What follows belongs to an exercise in optimizing a design on an open flow for small area; a production flow would make more cautious choices. In this exercise RTL edits were held to simulation tests only and were not proved equivalent to the original.

$ cat flow/flow/run.sh
#!/bin/bash
# Standard layout (standard.sh) with three changes:
#  - synthesis maps the logic with an area-oriented abc script (flow/abc_area.script);
#    everything else in synthesis, registers included, is the standard flow's,
#  - the smallest buffer (buf_1) on every input and output port,
#  - a clock tree of clkbuf_4 without dummy loads.
set -euo pipefail
rm -rf scripts_abc
cp -r "$FLOW_HOME/scripts" scripts_abc
cp flow/abc_area.script scripts_abc/abc_area.script
export SCRIPTS_DIR="$PWD/scripts_abc"
export BUFFER_PORTS_ARGS="-buffer_cell sky130_fd_sc_hd__buf_1"
export CTS_ARGS="-sink_clustering_enable -repair_clock_nets -dont_use_dummy_load -buf_list sky130_fd_sc_hd__clkbuf_4"
bash standard.sh > standard_flow.log 2>&1
$ cat flow/flow/abc_area.script
&get -n
&st
&dc2
&dch -f
&nf -R 1000 -p
&st
&dc2
&dch -f
&nf -R 1000 -p
&put
topo
stime -c
$ cat flow/standard.sh
#!/bin/bash
# synth_recipe.tcl (not shown) runs the flow's synth.tcl, then flattens the netlist and writes it again
# the make line also repeats each setting of config.mk as NAME=value (left out here)
make -C /OpenROAD-flow-scripts/flow DESIGN_CONFIG=/design/flow/config.mk WORK_HOME=/design/flow/orfs CLKGATE_MAP_FILE= SYNTH_SCRIPT=/design/flow/synth_recipe.tcl "${@:-finish}"
$ cat flow/config.mk
export PLATFORM = sky130hd
export DESIGN_NAME = calc_top
export DESIGN_NICKNAME = calc_top
export VERILOG_FILES = /design/flow/design.v
export SDC_FILE = /design/flow/constraint.sdc
export NUM_CORES = 4
export LEC_CHECK = 0
export ABC_AREA = 1
export CAP_MARGIN = 20
export CORE_MARGIN = 2
export CORE_UTILIZATION = 75
export SLEW_MARGIN = 20
$ cat flow/constraint.sdc
create_clock -name core_clock -period 45.0 [get_ports {clk}]
set_input_delay 9.0000 -clock core_clock [delete_from_list [all_inputs] [get_ports {clk}]]
set_output_delay 9.0000 -clock core_clock [all_outputs]
set_load 0.01 [all_outputs]
$ cat flow/design.v
package calc_pkg;
  localparam int DATA_W  = 16;   
  localparam int DIGIT_W = 4;    
  localparam int KEY_W   = 5;    
  typedef logic [DATA_W-1:0] data_t;
  typedef enum logic [1:0] {
    OP_ADD = 2'd0,
    OP_SUB = 2'd1,
    OP_MUL = 2'd2,
    OP_DIV = 2'd3
  } op_t;
  localparam logic [DIGIT_W-1:0] KEY_NEG = 4'd4;   
  localparam logic [DIGIT_W-1:0] KEY_EQ  = 4'd5;   
  localparam logic [DIGIT_W-1:0] KEY_AC  = 4'd6;   
  typedef struct packed {
    logic               is_func;   
    logic [DIGIT_W-1:0] value;     
  } digit_key_t;
  typedef struct packed {
    logic               is_func;   
    logic [DIGIT_W-1:0] code;      
  } func_key_t;
  typedef union packed {
    digit_key_t digit;
    func_key_t  func;
  } key_code_t;
endpackage
`timescale 1ns/1ns
module calc_top (
  input  logic                       clk,
  input  logic                       rst_n,
  input  logic [calc_pkg::KEY_W-1:0] i_key,
  input  logic                       i_key_valid,
  output logic                       o_key_ready,
  input  logic                       i_signed_mode,
  output calc_pkg::data_t            o_disp_data,
  output logic                       o_disp_valid,
  input  logic                       i_disp_ready,
  output logic [3:0]                 o_op_lamps,
  output logic                       o_error
);
  localparam logic [3:0] U_IDLE = 4'd0;    
  localparam logic [3:0] U_SHOW = 4'd1;    
  localparam logic [3:0] U_CLRS = 4'd2;    
  localparam logic [3:0] U_SHL  = 4'd4;    
  localparam logic [3:0] U_CPY  = 4'd5;    
  localparam logic [3:0] U_NEG  = 4'd6;    
  localparam logic [3:0] U_DIV  = 4'd8;    
  localparam logic [3:0] U_DIG  = 4'd9;    
  localparam logic [3:0] U_ADD  = 4'd12;   
  localparam logic [3:0] U_SUB  = 4'd13;
  localparam logic [3:0] U_MUL  = 4'd14;
  localparam logic [3:0] U_DA   = 4'd15;   
  localparam logic [1:0] T_B0    = 2'b00;
  localparam logic [1:0] T_B1    = 2'b01;
  localparam logic [1:0] T_B0M   = 2'b10;
  localparam logic [1:0] T_OTHER = 2'b11;
  localparam logic [1:0] O_A     = 2'b00;
  localparam logic [1:0] O_EQ    = 2'b01;
  localparam logic [1:0] O_ERR   = 2'b10;
  logic [3:0]  u;
  logic [3:0]  cnt;
  logic [1:0]  t;
  logic        neg;     
  logic [1:0]  op;      
  logic        nega;    
  logic [15:0] x;
  logic [15:0] y;
  logic [15:0] z;
  logic        p_y, p_z, p_b, q_g, q_glo, q_inv, q_16, a_cin;
  logic [16:0] p, q, s;
  assign p[15:0] = (p_y ? y : 16'd0) | (p_z ? {z[14:0], 1'b0} : 16'd0) |
                   {15'd0, p_b};
  assign p[16]   = p_z & z[15];
  logic q_hi1, q_lo1;
  assign q_hi1 = q_g ^ q_inv;
  assign q_lo1 = q_glo ^ q_inv;
  assign q[16] = q_16;
  for (genvar i = 0; i < 16; i++)
  begin : g_q
    assign q[i] = x[i] ? ((i < 4) ? q_lo1 : q_hi1) : q_inv;
  end
  logic [17:0] c;
  assign c[0] = a_cin;
  for (genvar i = 0; i < 17; i++)
  begin : g_add
    assign s[i]   = p[i] ^ q[i] ^ c[i];
    assign c[i+1] = (p[i] & q[i]) | (p[i] & c[i]) | (q[i] & c[i]);
  end
  logic cnt0, cnt3, cnt15, sgn, negb, sub;
  assign cnt0  = (cnt == 4'b0000);
  assign cnt3  = cnt[2];             
  assign cnt15 = (cnt == 4'b1000);
  assign sgn   = i_signed_mode;
  assign negb  = sgn && x[15];
  assign sub   = cnt0 || y[0];
  always_comb
  begin
    p_y   = 1'b0;
    p_z   = 1'b0;
    p_b   = 1'b0;
    q_g   = 1'b0;
    q_glo = 1'b0;
    q_inv = 1'b0;
    q_16  = 1'b0;
    a_cin = 1'b0;
    case (u)
      U_IDLE: begin q_g = dig_keep; q_glo = dig_keep; end
      U_SHOW: begin q_g = 1'b1; q_glo = 1'b1; end
      U_DIG:  begin p_z = 1'b1; q_glo = cnt3; q_inv = cnt3 && neg; a_cin = cnt3 && neg; end
      U_SHL:  p_z = 1'b1;
      U_CPY:  p_y = 1'b1;
      U_NEG:  begin q_g = !m_b0x; q_glo = !m_b0x; q_inv = 1'b1; a_cin = 1'b1; end
      U_ADD:  begin p_y = 1'b1; q_g = 1'b1; q_glo = 1'b1; end
      U_SUB:  begin p_y = 1'b1; q_g = 1'b1; q_glo = 1'b1; q_inv = 1'b1; a_cin = 1'b1; end
      U_DA:   begin p_y = 1'b1; q_inv = 1'b1; end
      U_MUL:  begin p_z = !cnt0; q_g = y[15]; q_glo = y[15]; end
      U_DIV:
      begin
        p_z   = !cnt0;
        p_b   = y[15];
        q_g   = 1'b1;
        q_glo = 1'b1;
        q_16  = sub;
        q_inv = sub ^ negb;
        a_cin = sub ^ negb;
      end
      default: ;
    endcase
  end
  logic m_b0x;
  assign m_b0x = (t == T_B0);
  logic dig_keep;
  assign dig_keep = !(m_eq || (t == T_B0));
  logic       kf;
  logic       is_func;
  logic [3:0] code;
  logic       m_err, m_eq, m_b0, m_b1;
  logic       k_dig, k_neg, k_op, k_eq, k_ac;
  assign kf      = (u == U_IDLE) && i_key_valid;
  assign is_func = i_key[4];
  assign code    = i_key[3:0];
  logic m_pend;
  assign m_pend  = (t != T_OTHER);
  assign m_err   = !m_pend && (op == O_ERR);
  assign m_eq    = !m_pend && (op == O_EQ);
  assign m_b0    = (t == T_B0);
  assign m_b1    = (t == T_B1);
  assign k_ac    = kf && is_func && (code == calc_pkg::KEY_AC);
  assign k_dig   = kf && !m_err && !is_func;
  assign k_neg   = kf && !m_err && is_func && (code == calc_pkg::KEY_NEG) && sgn;
  assign k_op    = kf && !m_err && is_func && (code[3:2] == 2'b00);
  assign k_eq    = kf && !m_err && is_func && (code == calc_pkg::KEY_EQ);
  logic [3:0] calc_u;
  assign calc_u = {2'b11, op};
  assign o_key_ready  = (u == U_IDLE);
  assign o_disp_valid = (u == U_SHOW);
  assign o_disp_data  = x;
  assign o_error      = m_err;
  assign o_op_lamps   = m_pend ? (4'b0001 << op) : 4'b0000;
  always_ff @(posedge clk or negedge rst_n)
  begin
    if (!rst_n)
      u <= U_CLRS;
    else
    begin
      case (u)
        U_IDLE:
        begin
          if (k_ac)
            u <= U_CLRS;
          else if (k_dig)
            u <= U_DIG;
          else if (k_neg)
            u <= U_NEG;
          else if (k_op)
            u <= m_b1 ? calc_u : U_SHOW;
          else if (k_eq && m_pend)
            u <= calc_u;
        end
        U_SHOW:
        begin
          if (i_disp_ready)
            u <= (t == T_B0M) ? U_SHL : ((t == T_B0) ? U_CPY : U_IDLE);
        end
        U_CLRS: u <= U_SHOW;
        U_DIG:
        begin
          if (cnt3)
            u <= U_SHOW;
        end
        U_SHL:
        begin
          if (cnt15)
            u <= nega ? U_DIV : U_IDLE;
        end
        U_CPY:  u <= (t == T_B0) ? U_IDLE : ((nega ^ negb) ? U_NEG : U_SHOW);
        U_NEG:  u <= U_SHOW;
        U_ADD:  u <= U_SHOW;
        U_SUB:  u <= U_SHOW;
        U_MUL:
        begin
          if (cnt15)
            u <= U_SHOW;
        end
        U_DA:
        begin
          if (x == 16'd0)
            u <= U_IDLE;   
          else
            u <= (sgn && y[15]) ? U_SHL : U_DIV;
        end
        U_DIV:
        begin
          if (cnt15)
            u <= U_CPY;
        end
        default: ;
      endcase
    end
  end
  always_ff @(posedge clk)
  begin
    case (u)
      U_IDLE:
      begin
        if (k_dig)
        begin
          if (m_eq)
            op <= O_A;
          else if (m_b0)
            t <= T_B1;
        end
        else if (k_neg)
        begin
          if (!m_eq)
            neg <= !neg;
        end
        else if (k_op)
        begin
          if (!m_b0)
            t <= T_B0M;
          op <= code[1:0];
        end
        else if (k_eq && m_pend)
        begin
          neg <= 1'b0;
          t   <= T_OTHER;
          op  <= O_EQ;
        end
      end
      U_CLRS:
      begin
        t   <= T_OTHER;
        op  <= O_A;
        neg <= 1'b0;
      end
      U_SHL:
      begin
        if (cnt15 && !nega)
        begin
          t   <= T_B0;
          neg <= 1'b0;
        end
      end
      U_DA:
      begin
        if (x == 16'd0)
        begin
          t  <= T_OTHER;   
          op <= O_ERR;
        end
      end
      default: ;
    endcase
  end
  always_ff @(posedge clk)
  begin
    if ((u == U_SHL) || (u == U_MUL) || (u == U_DIV) || (u == U_DIG))
      cnt <= {cnt[2:0], cnt[3] ^ cnt[2] ^ (cnt[2:0] == 3'b000)};
    else
      cnt <= 4'd0;
    if (u == U_SHOW)
      nega <= 1'b0;
    if (u == U_DA)
    begin
      nega <= sgn && y[15];
    end
  end
  logic x_s, x_dig;
  assign x_s    = (u == U_CLRS) || (u == U_ADD) || (u == U_SUB) || (u == U_CPY) ||
                  (u == U_NEG) || (u == U_MUL && cnt15) || (u == U_DIG && cnt3);
  assign x_dig  = k_dig;
  always_ff @(posedge clk)
  begin
    z <= s[15:0];
    if (x_s)
      x[15:4] <= s[15:4];
    if (x_s || x_dig)
      x[3:0] <= x_dig ? code : s[3:0];
    if ((u == U_MUL) || (u == U_DIV) || (u == U_SHL))
      y <= {y[14:0], s[16] ^ (nega || (u == U_DIV))};
  end
endmodule
==> impl_metrics.csv, run 1 <==
group,metric,value,unit
clock_network,postCtsResizedCells,0,
synth,synth-edff-count,38,
cells_and_area,final_cell_mix,"41 x nor2_1, 38 x edfxtp_1, 33 x nand2_1",
setup_path,critPathBufInv,1,
timing,finalSetupViolCount,0,
global_routing,grt_pass1_vias,2422,
floorplan,die_x,68.49,um
synth,ys.flop_type,"edfxtp_1",
setup_path,critPathMaxFanout,18,
timing,clock_skew,0.04844,ns
timing,fmax,56.89,MHz
cells_and_area,fin_nets,358,
floorplan,rows,23,
clock_network,hold_buffers,0,
floorplan,dieArea,0.004691,mm^2
clock_network,cts_buffer_depth,2,
placement,pre_cts_ws,27.07,ns
route,wire_per_inst,20.81,um
setup_path,cp.arrival,17.72,ns
run,cap_violations,0,
clock_network,root_buffer,"clkbuf_4",
cells_and_area,post-route-util,84.61,%
route,vias,2617,
global_routing,grt_antenna_before_repair,0,
global_routing,overflow,0,
setup_path,crit_start,"i_signed_mode",
placement,io_buffers,32,
placement,gp_congestion,0.9946,
timing,hold_violations,0,
status,outcome,"timing/DRC/antenna clean",
cells_and_area,drive_above_1_share,3.659,%
worst_hold_path,hold_path.class,"flip-flop to flip-flop",
clock_network,cts_tree,"yes",
setup_path,cp.required,45.14,ns
setup_path,r2r-start,"u[1]",
synth,ys_seq_area_share,52.67,%
floorplan,initial_core_util,77.98,%
global_routing,grt_use_total,36.82,%
setup_path,critPathMaxStageDelay,0.59,ns
clock_network,cts_max_level,3,
floorplan,core,0.004000,mm^2
timing,finalSetupTns,0,ns
setup_path,cp_top_family,"adder cells",
timing,holdWs,0.4495,ns
synth,syn-cell-area,0.003119,mm^2
synth,syn-num-nets,313,
synth,synth_area_per_cell,10.94,um^2
setup_path,endpoint_kind,"flip-flop",
setup_path,cp-start-kind,"primary input",
clock_network,cts_buffers,9,
global_routing,grt_first_pass_wirelength,11890,um
clock_network,insertion_delay,0.42,ns
setup_path,slowest_stage,"nand4_1",
clock_network,clk_pin_slew,0.12,ns
worst_hold_path,min-delay-start,"y[5]",
route,drc,0,
synth,ys_ff_latch,62,
timing,maxSlewHeadroom,33.74,%
cells_and_area,final_common_cell,"nor2_1",
timing,period_share,39.06,%
setup_path,crit_path_frequent_cell,"fa_1",
route,via_per_inst,6.923,
route,drt_wl_total,7868,um
clock_network,cts.sinks,62,
placement,hpwlAfterDp,5666,um
cells_and_area,num_antenna_cells,0,
synth,synthCells,285,
route,drtPass1Iterations,5,
cells_and_area,final_cells,378,
timing,period_needed,17.58,ns
timing,rsz0062_at_grt,"no",
floorplan,die_h,68.49,um
placement,place_inst,369,
route,drt_iter0_markers,574,
cells_and_area,areaGrowthSynthToFinish,8.504,%
synth,netlist-cell-type-count,41,
route,drtAntennaViolNets,0,
global_routing,grt_max_degree,19,
timing,worst_slack,27.42,ns
synth,async_flop_share,6.452,%
clock_network,cts_setup_buffers,0,
timing,worst_slew_pin_slew,0.9863,ns
setup_path,critical_path_class,"primary input to flip-flop",
synth,yosys_warnings,1,
floorplan,ioPinCount,33,
timing,slew_viol_final,0,
==> flip-flops by register name (all words and copies together) (netlist names) <==
| register | count |
|---|---|
| cnt | 4 |
| neg | 1 |
| nega | 1 |
| op | 2 |
| t | 2 |
| u | 4 |
| x | 16 |
| y | 16 |
| z | 16 |
==> layout make-up <==
type	instances	area, um^2
fillers	203	615.6
well taps	50	62.56
clock buffers	9	67.56
inverters	7	26.28
repair buffers	34	135.1
multi-input cells	216	1450
flip-flops and latches	62	1643
==> per-layer routing <==
metal / global-route usage (%) / vias up / wire (um)
met5: 0 / - / 0
met4: 21.75 / 0 / 334
met3: 9.903 / 44 / 768
met2: 55.29 / 200 / 3683
met1: 48.26 / 1215 / 3082
li1: - / 1158 / -
==> final timing paths <==
kind / cells after the start / slack, ns / to
worst max-delay path: 25 / 27.42 / y[0]
worst min-delay path: 0 / 0.45 / y[6]
worst min register to register: 0 / 0.45 / y[6]
max in group asynchronous: 1 / 36.32 / u[1]
min in group asynchronous: 1 / 8.44 / u[2]
worst max register to register: 24 / 35.20 / y[0]
==> logic make-up after synthesis <==
| family | after synthesis | synth area share, % |
|---|---|---|
| compound gates | 65 | 14.40 |
| mux | 2 | 0.6819 |
| flops | 62 | 52.67 |
| buf+inv | 7 | 0.8425 |
| simple gates | 124 | 18.37 |
| fa+ha+maj | 18 | 11.07 |
| xor+xnor | 7 | 1.966 |
==> cells in the mapped netlist, types with 3 or more instances <==
master	instances	area share (%)
xor2_1	3	0.84
a22o_1	18	5.1
nand4_1	4	0.80
xnor2_1	4	1.1
a211oi_1	4	0.96
nand3_1	7	1.1
a21oi_1	20	3.2
clkinv_1	7	0.84
dfxtp_1	20	13
dfrtp_1	3	2.4
nor2_1	41	4.9
o21ai_0	9	1.4
nand2b_1	7	1.4
nor2b_1	4	0.80
nor3_1	14	2.2
edfxtp_1	38	37
nor4_1	6	1.2
a2111oi_0	3	0.84
nand2_1	33	4.0
fa_1	16	10
==> worst register-to-register path, cell delays in order (launching register included) <==
cell and delay (ns):
dfstp_2 0.66, nand2b_1 0.25, nor2_1 0.16, a32oi_1 0.27
nand4_1 0.63, xor2_1 0.58, a21oi_1 0.16, fa_1 0.46
fa_1 0.49, fa_1 0.46, fa_1 0.39, fa_1 0.40
fa_1 0.40, fa_1 0.39, fa_1 0.40, fa_1 0.40
fa_1 0.39, fa_1 0.39, fa_1 0.39, fa_1 0.42
fa_1 0.41, fa_1 0.39, fa_1 0.38, xnor2_1 0.21
xnor2_1 0.09
==> stage by stage <==
step | cell area (um^2)
2_1_floorplan | 3119
3_3_place_gp | 3317
3_5_place_dp | 3317
4_1_cts | 3385
5_1_grt | 3385
6_report | 3385
==> inputs of run 2 (changes only) <==
--- a/flow/flow/run.sh
+++ b/flow/flow/run.sh
@@ -10,5 +10,5 @@
 cp flow/abc_area.script scripts_abc/abc_area.script
 export SCRIPTS_DIR="$PWD/scripts_abc"
 export BUFFER_PORTS_ARGS="-buffer_cell sky130_fd_sc_hd__buf_1"
-export CTS_ARGS="-sink_clustering_enable -repair_clock_nets -dont_use_dummy_load -buf_list sky130_fd_sc_hd__clkbuf_4"
+export CTS_ARGS="-sink_clustering_enable -repair_clock_nets -dont_use_dummy_load -sink_buffer_max_cap_derate 0.6 -buf_list sky130_fd_sc_hd__clkbuf_4"
 bash standard.sh > standard_flow.log 2>&1
==> impl_metrics.csv, run 2 <==
group,metric,value,unit
cells_and_area,final_cell_mix,"41 x nor2_1, 38 x edfxtp_1, 33 x nand2_1",
route,drt_iter0_markers,574,
floorplan,rows,23,
placement,gp_congestion,0.9946,
floorplan,die_h,68.49,um
cells_and_area,reg_top3,"x x16, y x16, z x16",
floorplan,die_x,68.49,um
setup_path,critPathMaxFanout,18,
synth,synthTopCellsByCount,"41 x nor2_1, 38 x edfxtp_1, 33 x nand2_1",
cells_and_area,drive_above_1_share,3.659,%
timing,worst_slew_pin_slew,0.9863,ns
cells_and_area,ff_latch_area,0.001643,mm^2
synth,netlist.area_leader.share,36.58,%
synth,synth-edff-count,38,
timing,period_share,39.06,%
setup_path,cp-start-kind,"primary input",
clock_network,cts.sinks,62,
synth,yosys_warnings,1,
synth,synthMuxAreaShare,0.6819,%
floorplan,ioPinCount,33,
timing,hold_violations,0,
timing,finalSetupTns,0,ns
placement,dpl_cell_area,0.003317,mm^2
synth,ys.flop_type,"edfxtp_1",
route,drt_wl_total,7868,um
setup_path,cp.arrival,17.72,ns
clock_network,root_buffer,"clkbuf_4",
clock_network,postCtsResizedCells,0,
cells_and_area,fin_nets,358,
placement,io_buffers,32,
synth,netlist-cell-type-count,41,
synth,syn-num-nets,313,
clock_network,hold_buffers,0,
floorplan,core,0.004000,mm^2
route,wire_per_inst,20.81,um
global_routing,grt_use_total,36.82,%
timing,maxSlewHeadroom,33.74,%
cells_and_area,fill_cells,203,
clock_network,cts_buffer_depth,2,
route,drtPass1Iterations,5,
placement,hpwlAfterDp,5666,um
clock_network,cts_max_level,3,
synth,synth_top_family_by_area,"simple AND/OR/NAND/NOR gates",
clock_network,cts_tree,"yes",
cells_and_area,areaGrowthSynthToFinish,8.504,%
timing,rsz0062_at_grt,"no",
synth,synth_top_cell_by_area,"edfxtp_1",
timing,slew_viol_final,0,
setup_path,endpoint_kind,"flip-flop",
worst_hold_path,min_delay_path_depth,0,
clock_network,clk_pin_slew,0.12,ns
status,outcome,"timing/DRC/antenna clean",
timing,clock_skew,0.04844,ns
synth,ys_seq_area_share,52.67,%
cells_and_area,final_cell_area,0.003385,mm^2
synth,synth_top_cells_by_area,"edfxtp_1 37%, dfxtp_1 13%, fa_1 10%, a22o_1 5.1%, nor2_1 4.9%",
timing,period_needed,17.58,ns
global_routing,grt_antenna_before_repair,0,
clock_network,insertion_delay,0.42,ns
floorplan,dieArea,0.004691,mm^2
global_routing,grt_pass1_vias,2422,
synth,synth_area_per_cell,10.94,um^2
synth,syn-cell-area,0.003119,mm^2
cells_and_area,num_antenna_cells,0,
route,via_per_inst,6.923,
synth,synthCells,285,
cells_and_area,final_common_cell,"nor2_1",
global_routing,overflow,0,
route,drtAntennaViolNets,0,
synth,yosysMostFrequentCell,"nor2_1",
synth,synthSimpleGateAreaFrac,18.37,%
cells_and_area,multi_input_area,0.001450,mm^2
timing,finalSetupViolCount,0,
route,vias,2617,
synth,async_flop_share,6.452,%
route,drc,0,
clock_network,cts_buffers,9,
synth,synth_compound_area_share,14.40,%
synth,synth_xor_area_share,1.966,%
run,cap_violations,0,
global_routing,grt_first_pass_wirelength,11890,um
setup_path,cp.required,45.14,ns
setup_path,reg2reg_depth,24,
floorplan,initial_core_util,77.98,%
synth,synth-adder-area-share,11.07,%
clock_network,cts_setup_buffers,0,
setup_path,critical_path_class,"primary input to flip-flop",
synth,ys_ff_latch,62,
timing,fmax,56.89,MHz
worst_hold_path,hold_path.class,"flip-flop to flip-flop",
global_routing,grt_max_degree,19,
==> run 2: cell counts in the layout (fill, tap and decap cells not counted) <==
Identical to the previous run, type by type.
==> run 2: path summary, 6_finish.rpt <==
check                                   start    to  slack [ns]
worst max-delay path            i_signed_mode  y[0]       27.42
worst min-delay path                     y[5]  y[6]        0.45
worst max register to register           u[1]  y[0]       35.20
worst min register to register           y[5]  y[6]        0.45
max in group asynchronous               rst_n  u[1]       36.32
min in group asynchronous               rst_n  u[2]        8.44
==> run 2: per-layer routing <==
metal | wire length, um | vias up | GRT usage, %
met5 | 0 | - | 0
li1 | - | 1158 | -
met1 | 3082 | 1215 | 48.26
met3 | 768 | 44 | 9.903
met4 | 334 | 0 | 21.75
met2 | 3683 | 200 | 55.29
==> run 2: layout make-up <==
cell class / count / share of cell area [%]
well taps: 50 / 1.848
clock buffers: 9 / 1.996
repair buffers: 34 / 3.993
flip-flops and latches: 62 / 48.54
inverters: 7 / 0.7763
multi-input cells: 216 / 42.85
==> run 2: worst max-delay path, cell delays in order <==
cell and delay [ns]:
buf_1 0.15, nand2_1 0.12, xor2_1 0.17, nand2_1 0.09, nand4_1 0.59, xor2_1 0.58, a21oi_1 0.16, fa_1 0.46
fa_1 0.49, fa_1 0.46, fa_1 0.39, fa_1 0.40, fa_1 0.39, fa_1 0.39, fa_1 0.40, fa_1 0.40
fa_1 0.39, fa_1 0.39, fa_1 0.39, fa_1 0.42, fa_1 0.41, fa_1 0.39, fa_1 0.38, xnor2_1 0.21
xnor2_1 0.08
==> run 2: cells by family (layout without fill, tap and decap cells) <==
group | count (synthesis) | after routing
buffers and inverters | 7 | 50
AND/OR/NAND/NOR | 124 | 124
flip-flops | 62 | 62
AO/OA/AOI/OAI | 65 | 65
adder cells (fa/ha/maj) | 18 | 18
multiplexers | 2 | 2
XOR/XNOR | 7 | 7
==> run 2: metrics by stage <==
step | instances | util, % | setup WS [ns] | hold WS, ns
after global placement | 369 | 82.92 | 27.50 | 0.4458
after floorplan | 285 | - | 27.94 | 0.4268
after CTS | 378 | 84.61 | 27.49 | 0.4582
final | 378 | 84.61 | 27.42 | 0.4495
after detailed placement | 369 | 82.92 | 27.07 | 0.4375
after global routing | 378 | 84.61 | 27.12 | 0.4563
==> inputs of run 3 (changes only) <==
--- a/flow/flow/run.sh
+++ b/flow/flow/run.sh
@@ -10,5 +10,5 @@
 cp flow/abc_area.script scripts_abc/abc_area.script
 export SCRIPTS_DIR="$PWD/scripts_abc"
 export BUFFER_PORTS_ARGS="-buffer_cell sky130_fd_sc_hd__buf_1"
-export CTS_ARGS="-sink_clustering_enable -repair_clock_nets -dont_use_dummy_load -sink_buffer_max_cap_derate 0.6 -buf_list sky130_fd_sc_hd__clkbuf_4"
+export CTS_ARGS="-sink_clustering_enable -repair_clock_nets -dont_use_dummy_load -buf_list \"sky130_fd_sc_hd__clkbuf_4 sky130_fd_sc_hd__clkbuf_8\""
 bash standard.sh > standard_flow.log 2>&1
==> impl_metrics.csv, run 3 <==
group,metric,value,unit
status,outcome,"timing/DRC/antenna clean",
synth,ys_ff_latch,62,
cells_and_area,post-route-util,86.02,%
synth,synth_area_per_cell,10.94,um^2
floorplan,dieArea,0.004691,mm^2
timing,fmax,56.38,MHz
setup_path,cp.required,45.07,ns
global_routing,grt_antenna_before_repair,0,
cells_and_area,fin_nets,358,
route,wire_per_inst,21.12,um
setup_path,critPathBufInv,1,
placement,place_inst,369,
timing,slew_viol_final,0,
clock_network,insertion_delay,0.34,ns
synth,synth-edff-count,38,
route,drt_wl_total,7984,um
synth,yosys_warnings,1,
timing,clock_skew,0.02981,ns
synth,ys_seq_area_share,52.67,%
global_routing,overflow,0,
timing,worst_slew_pin_slew,1.054,ns
floorplan,die_x,68.49,um
global_routing,grt_first_pass_wirelength,12130,um
route,drc,0,
cells_and_area,areaGrowthSynthToFinish,10.31,%
synth,syn-num-nets,313,
clock_network,root_buffer,"clkbuf_8",
route,vias,2640,
route,drtAntennaViolNets,0,
setup_path,critPathMaxStageDelay,0.60,ns
cells_and_area,final_cells,378,
timing,finalSetupViolCount,0,
placement,hpwlAfterDp,5666,um
timing,period_share,39.42,%
setup_path,critical_path_class,"primary input to flip-flop",
setup_path,slowest_stage,"nand4_1",
setup_path,cp-start-kind,"primary input",
route,drt_iter0_markers,547,
timing,maxSlewHeadroom,29.20,%
clock_network,cts_max_level,3,
placement,gp_congestion,0.9946,
route,via_per_inst,6.984,
timing,finalSetupTns,0,ns
synth,synthCells,285,
setup_path,cp_top_family,"adder cells",
clock_network,cts_setup_buffers,0,
synth,syn-cell-area,0.003119,mm^2
clock_network,cts.sinks,62,
setup_path,critPathMaxFanout,18,
cells_and_area,final_cell_mix,"41 x nor2_1, 38 x edfxtp_1, 33 x nand2_1",
setup_path,endpoint_kind,"flip-flop",
floorplan,core,0.004000,mm^2
floorplan,initial_core_util,77.98,%
clock_network,hold_buffers,0,
synth,netlist.area_leader.share,36.58,%
clock_network,clk_pin_slew,0.08,ns
synth,synth_top_cells_by_area,"edfxtp_1 37%, dfxtp_1 13%, fa_1 10%, a22o_1 5.1%, nor2_1 4.9%",
clock_network,cts_tree,"yes",
global_routing,grt_pass1_vias,2468,
cells_and_area,drive_above_1_share,3.659,%
floorplan,die_h,68.49,um
run,cap_violations,0,
synth,async_flop_share,6.452,%
global_routing,grt_use_total,37.81,%
clock_network,postCtsResizedCells,0,
synth,ys.flop_type,"edfxtp_1",
worst_hold_path,hold_path.class,"flip-flop to flip-flop",
timing,period_needed,17.74,ns
floorplan,ioPinCount,33,
timing,holdWs,0.4603,ns
global_routing,grt_max_degree,19,
clock_network,cts_buffer_depth,2,
setup_path,cp.arrival,17.81,ns
cells_and_area,final_common_cell,"nor2_1",
timing,hold_violations,0,
timing,rsz0062_at_grt,"no",
floorplan,rows,23,
synth,netlist-cell-type-count,41,
synth,synthTopCellsByCount,"41 x nor2_1, 38 x edfxtp_1, 33 x nand2_1",
setup_path,crit_path_frequent_cell,"fa_1",
clock_network,cts_buffers,9,
placement,io_buffers,32,
route,drtPass1Iterations,5,
cells_and_area,reg_top3,"x x16, y x16, z x16",
cells_and_area,num_antenna_cells,0,
synth,synth_top_cell_by_area,"edfxtp_1",
synth,yosysMostFrequentCell,"nor2_1",
==> run 3: cell counts after synthesis <==
No cell type changed its count.
==> run 3: final timing paths <==
kind	from	endpoint	slack [ns]	depth (start not counted)
worst min register to register	y[5]	y[6]	0.46	0
max in group asynchronous	rst_n	u[1]	36.25	1
min in group asynchronous	rst_n	u[2]	8.50	1
worst max-delay path	i_signed_mode	y[0]	27.26	25
worst max register to register	u[1]	y[0]	35.10	24
worst min-delay path	y[5]	y[6]	0.46	0
==> run 3: kinds of logic after synthesis <==
| kind of cell | Yosys count | synth area share (%) |
|---|---|---|
| adders and majority gates | 18 | 11.07 |
| DFF | 62 | 52.67 |
| AOI/OAI and AO/OA | 65 | 14.40 |
| muxes | 2 | 0.6819 |
| and+or+nand+nor | 124 | 18.37 |
| buffers and inverters | 7 | 0.8425 |
| xor gates and xnor gates | 7 | 1.966 |
==> run 3: area by class of cell <==
cell class                 instances  area [um^2]
inverter                           7        26.28
multi-input combinational        216         1450
sequential                        62         1643
tap                               50        62.56
timing repair buffer              34        135.1
fill                             202        559.3
clock buffer                       9        123.9
==> run 3: layer usage <==
metal	share of wire [%]	wire (um)	vias to the layer above	GRT usage, %
li1	-	-	1152	-
met1	37	2944	1209	47.87
met2	48	3804	233	58.65
met3	11	882	46	9.091
met4	4.4	352	0	23.75
met5	0	0	-	0
==> run 3: worst register-to-register path: stages (launching register included) <==
cell and delay [ns]:
dfstp_2 0.65, nand2b_1 0.25, nor2_1 0.16, a32oi_1 0.27
nand4_1 0.64, xor2_1 0.59, a21oi_1 0.16, fa_1 0.46
fa_1 0.49, fa_1 0.47, fa_1 0.40, fa_1 0.40
fa_1 0.39, fa_1 0.39, fa_1 0.40, fa_1 0.40
fa_1 0.39, fa_1 0.39, fa_1 0.39, fa_1 0.43
fa_1 0.41, fa_1 0.42, fa_1 0.40, xnor2_1 0.21
xnor2_1 0.08
==> run 3: per-stage QoR <==
stage | setup slack, ns | instance area, um^2
3_3_place_gp | 27.50 | 3317
3_5_place_dp | 27.07 | 3317
5_1_grt | 26.97 | 3441
2_1_floorplan | 27.94 | 3119
4_1_cts | 27.40 | 3441
6_report | 27.26 | 3441

re-timing with driven ports:
No port has a modelled driver above. Below, the same layouts with a new extraction and two added sets of constraints.
Step 1 (the two cells are an assumption about what drives the block):
set clk [get_ports {clk}]
set_driving_cell -lib_cell sky130_fd_sc_hd__clkbuf_16 $clk
set_driving_cell -lib_cell sky130_fd_sc_hd__buf_2 [delete_from_list [all_inputs] $clk]
Step 2 also shifts input and output timing later by t, the mid clock arrival at the registers, as if the neighbouring blocks saw the same clock.
Slacks: no drivers / after step 1 / after step 2; pairs: no drivers / after step 1.
run	t, ns	setup WS [ns]	worst hold slack (ns)
run 1	0.419	27.422 / 27.424 / 27.005	0.449 / 0.449 / 0.449
run 2	0.419	27.422 / 27.424 / 27.005	0.449 / 0.449 / 0.449
run 3	0.356	27.263 / 27.269 / 26.914	0.460 / 0.460 / 0.460
After both steps every run listed still meets setup and hold.
